Source: an optimization exercise on an open RTL-to-GDS flow (aim: small area and few clock cycles per item). Production flows keep margins and buffers that such runs may drop. Function was checked by simulation only, so behaviour that the tests miss may differ from the original. Power is estimated from default activity; no workload was simulated.

## job 4753
## temperature_band_statistics
module temperature_band_statistics (
  input  logic         clk_i,
  input  logic         rst_ni,
  input  logic         in_valid_i,
  output logic         in_ready_o,
  input  logic [16:0]  in_data_i,
  output logic         out_valid_o,
  input  logic         out_ready_i,
  output logic [157:0] out_data_o,
  input  logic         cfg_we_i,
  input  logic [1:0]   cfg_idx_i,
  input  logic [14:0]  cfg_data_i
);
  tbs_pkg::cfg_t cfg;
  tbs_pkg::in_t  in_data;
  tbs_pkg::out_t res;
  logic accept;
  assign in_data    = in_data_i;
  assign out_data_o = res;
  tbs_cfg_regs u_cfg (
    .clk_i,
    .rst_ni,
    .cfg_we_i,
    .cfg_idx_i,
    .cfg_data_i,
    .cfg_o (cfg)
  );
  tbs_out_reg u_out (
    .clk_i,
    .rst_ni,
    .in_valid_i,
    .in_ready_o,
    .accept_o (accept),
    .out_valid_o,
    .out_ready_i
  );
  tbs_stats u_stats (
    .clk_i,
    .rst_ni,
    .accept_i  (accept),
    .in_data_i (in_data),
    .cfg_i     (cfg),
    .res_o     (res)
  );
endmodule
Size: ~1,000 cells after synthesis, ~200 I/O pins, about 0.0097 sq mm of cells after synthesis.
Settings: LEC_CHECK=0, CAP_MARGIN=20, CORE_MARGIN=2, CORE_UTILIZATION=40, SLEW_MARGIN=20; clock period 6.0 ns.
standard.sh (not shown) runs the stock make flow with config.mk's settings and CLKGATE_MAP_FILE= SYNTH_SCRIPT=/design/flow/synth_recipe.tcl, a recipe that flattens the netlist after the stock synthesis.
==> flow/flow/run.sh <==
#!/bin/bash
set -euo pipefail
HERE=$(pwd)
RES=$HERE/orfs/results/$FLOW_PLATFORM/temperature_band_statistics/base
YOSYS=${FLOW_HOME}/../tools/install/yosys/bin/yosys
[[ -x $YOSYS ]] || YOSYS=yosys

bash standard.sh synth > standard_synth.log 2>&1

cp $RES/1_2_yosys.v $HERE/synth_standard.v
LIB=${FLOW_HOME}/platforms/sky130hd/lib/sky130_fd_sc_hd__tt_025C_1v80.lib
sed -e "s|@LIB@|$LIB|g" -e "s|@IN@|$HERE/synth_standard.v|g" -e "s|@OUT@|$RES/1_2_yosys.v|g" \
    -e "s|@ABC@|$HERE/flow/area.abc|g" -e "s|@CONSTR@|$HERE/flow/abc.constr|g" \
    flow/remap.ys > remap_run.ys
$YOSYS -s remap_run.ys > remap.log 2>&1
rm -f $RES/1_synth.odb $RES/1_synth.sdc

export BUFFER_PORTS_ARGS="-buffer_cell sky130_fd_sc_hd__buf_1"
export CTS_ARGS="-sink_clustering_enable -repair_clock_nets -dont_use_dummy_load -buf_list sky130_fd_sc_hd__clkbuf_8 -sink_clustering_size 30 -sink_clustering_max_diameter 40"
bash standard.sh > standard_make.log 2>&1
==> flow/flow/abc.constr <==
set_driving_cell sky130_fd_sc_hd__buf_1
set_load 5
==> flow/flow/area.abc <==
strash
dc2
&get -n
&dch -f
&nf -R 1000
&put
==> flow/flow/remap.ys <==
# Map the combinational logic of the standard synthesis again; registers stay as they are.
read_liberty -ignore_miss_func @LIB@
read_verilog @IN@
hierarchy -check -top temperature_band_statistics
blackbox sky130_fd_sc_hd__df* sky130_fd_sc_hd__edf* sky130_fd_sc_hd__sdf* sky130_fd_sc_hd__dl*
flatten
rename -hide w:*.*
opt_clean
opt -fast
abc -script @ABC@ -liberty @LIB@ -dont_use *lpflow* -dont_use *probe_p* -dont_use *probec_p* -constr @CONSTR@ -D 4000
setundef -zero
splitnets
opt_clean -purge
hilomap -singleton -hicell sky130_fd_sc_hd__conb_1 HI -locell sky130_fd_sc_hd__conb_1 LO
insbuf -buf sky130_fd_sc_hd__buf_4 A X
opt_clean -purge
rename -hide w:*$func$*
stat -liberty @LIB@
write_verilog -noattr -nohex -nodec @OUT@
Job 4753 went all the way through synthesis, placement and routing and the layout is clean on timing, DRC and antenna.
Testbench counts of job 4753, summed over its fixed seeds: cycles 32,008, items 32,000.
Here is what was changed in the inputs of job 840 compared with job 4753.
- CORE_UTILIZATION now 55, was 40
diff --git a/flow/flow/run.sh b/flow/flow/run.sh
--- a/flow/flow/run.sh
+++ b/flow/flow/run.sh
@@ -17,4 +17,4 @@
 
 export BUFFER_PORTS_ARGS="-buffer_cell sky130_fd_sc_hd__buf_1"
-export CTS_ARGS="-sink_clustering_enable -repair_clock_nets -dont_use_dummy_load -buf_list sky130_fd_sc_hd__clkbuf_8 -sink_clustering_size 30 -sink_clustering_max_diameter 40"
+export CTS_ARGS="-sink_clustering_enable -repair_clock_nets -dont_use_dummy_load -buf_list sky130_fd_sc_hd__clkbuf_4 -sink_clustering_size 10 -sink_clustering_max_diameter 40"
 bash standard.sh > standard_make.log 2>&1
Notes after the runs:
- Across job 4753 and job 840, the outcome is the same: a clean finish for every run.
- Clock network fraction of total power in job 840 is 8.0 points below job 4753.
- Taking job 4753 as the reference, in job 840 worst-skew pair later-pin latency went up by 0.09 ns; final instance area went down by 380 sq um.
Input changes introduced in job 3570 (baseline for comparison: job 840):
- CORE_UTILIZATION now 40, was 55
diff --git a/flow/flow/run.sh b/flow/flow/run.sh
--- a/flow/flow/run.sh
+++ b/flow/flow/run.sh
@@ -17,4 +17,4 @@
 
 export BUFFER_PORTS_ARGS="-buffer_cell sky130_fd_sc_hd__buf_1"
-export CTS_ARGS="-sink_clustering_enable -repair_clock_nets -dont_use_dummy_load -buf_list sky130_fd_sc_hd__clkbuf_4 -sink_clustering_size 10 -sink_clustering_max_diameter 40"
+export CTS_ARGS="-sink_clustering_enable -repair_clock_nets -dont_use_dummy_load -buf_list sky130_fd_sc_hd__clkbuf_8 -sink_clustering_size 20 -sink_clustering_max_diameter 60"
 bash standard.sh > standard_make.log 2>&1
### Flow results
Job 3570 finished every stage and its layout cleared the timing, DRC and antenna checks.
Summary of job 3570 over job 840: smallest setup slack after layout went down 0.14 ns; die area now sits higher; via count dropped 37.
Between job 3570 and job 840, it is job 3570 whose met2 usage in global routing is lower, by 8.8 points.
Going from job 840 to job 3570, layout buffer count excluding clock buffers picked up an extra about 1.4%, static leakage level, clock period minus final worst setup slack went up.
| detailed-route wire length on metal 1 | lower: job 840 |
Job 840 → job 3570: longest individual stage delay on the worst path did not really move; worst endpoint required time -0.12 ns; first-pass GRT wire length shows an increase of about 9%.
The following lists how job 407 was set up differently from job 3570:
- CORE_UTILIZATION changed from 40 to 65
diff --git a/flow/flow/run.sh b/flow/flow/run.sh
--- a/flow/flow/run.sh
+++ b/flow/flow/run.sh
@@ -17,4 +17,8 @@
 
 export BUFFER_PORTS_ARGS="-buffer_cell sky130_fd_sc_hd__buf_1"
-export CTS_ARGS="-sink_clustering_enable -repair_clock_nets -dont_use_dummy_load -buf_list sky130_fd_sc_hd__clkbuf_8 -sink_clustering_size 20 -sink_clustering_max_diameter 60"
+export CTS_ARGS="-sink_clustering_enable -repair_clock_nets -dont_use_dummy_load -buf_list sky130_fd_sc_hd__clkbuf_4 -sink_clustering_size 10 -sink_clustering_max_diameter 40"
+# Downsize non-critical cells after global routing (ORFS power recovery).
+export RECOVER_POWER=100
+# ... then fix any slew/cap violation it leaves (flow/post_grt.tcl).
+export POST_GLOBAL_ROUTE_TCL=$HERE/flow/post_grt.tcl
 bash standard.sh > standard_make.log 2>&1
==> flow/flow/area.abc <==
strash
dc2
rewrite -z
refactor -z
&get -n
&deepsyn -T 60
&dch -f
&nf -R 1000
&put
==> flow/flow/post_grt.tcl (new file) <==
# After ORFS's power recovery (which downsizes cells and may leave slew or capacitance
# violations, e.g. on the reset tree), repair slew/cap again and re-route the nets
# that changed, then rewrite the route guides for detailed routing.
log_cmd estimate_parasitics -global_routing
log_cmd global_route -start_incremental
log_cmd repair_design -slew_margin 20 -cap_margin 20 -verbose
log_cmd detailed_placement
log_cmd global_route -end_incremental
log_cmd estimate_parasitics -global_routing
report_check_types -max_slew -max_capacitance -violators
write_guides $::env(RESULTS_DIR)/route.guide
[summary]
Job 407 | status: complete | timing, DRC, antenna: pass
Wire length of the first global-routing pass went down by more than 10% going from job 3570 to job 407.
Looking at routed wire length across job 407 and job 3570, the one that comes out higher is job 3570.
Job 407 vs job 3570: clock buffer count from CTS up in job 407
Summary — synthesis-to-layout area growth, job 407 relative to job 3570: lower, by 0.91 points.
[job 407] setup slack fell 0.14 ns relative to job 3570
Sort job 407 and job 3570 by clock network fraction of design power desc -> top: job 3570
Going from job 3570 to job 407, antenna diode count went up; final routed DRC violation total barely changed.

[port drivers added, routing unchanged]
The flow's constraints put no driver on any port. The routed layouts listed below were extracted and timed again, unchanged, in two steps. Step 1: set_driving_cell puts a clkbuf_16 on clk_i and a buf_2 on each other input, an assumption about the parent block. Step 2 also shifts input and output timing later by t, the mid clock arrival at the registers, as if the neighbouring blocks saw the same clock. Slacks: ideal / step 1 / step 2; pairs: ideal / step 1.
run	t, ns	setup slack, ns	worst setup path after step 2
job 4753	0.544	0.599 / 0.620 / 0.076	input to register
job 840	0.641	0.708 / 0.727 / 0.087	input to register
job 3570	0.565	0.565 / 0.588 / 0.023	input to register
job 407	0.685	0.427 / 0.443 / -0.243	input to register
Met with ideal ports but missed after step 2: setup timing in job 407. The setup slack of job 407, which loses most, moves by +0.016 ns with the drivers and by -0.670 ns with both steps.
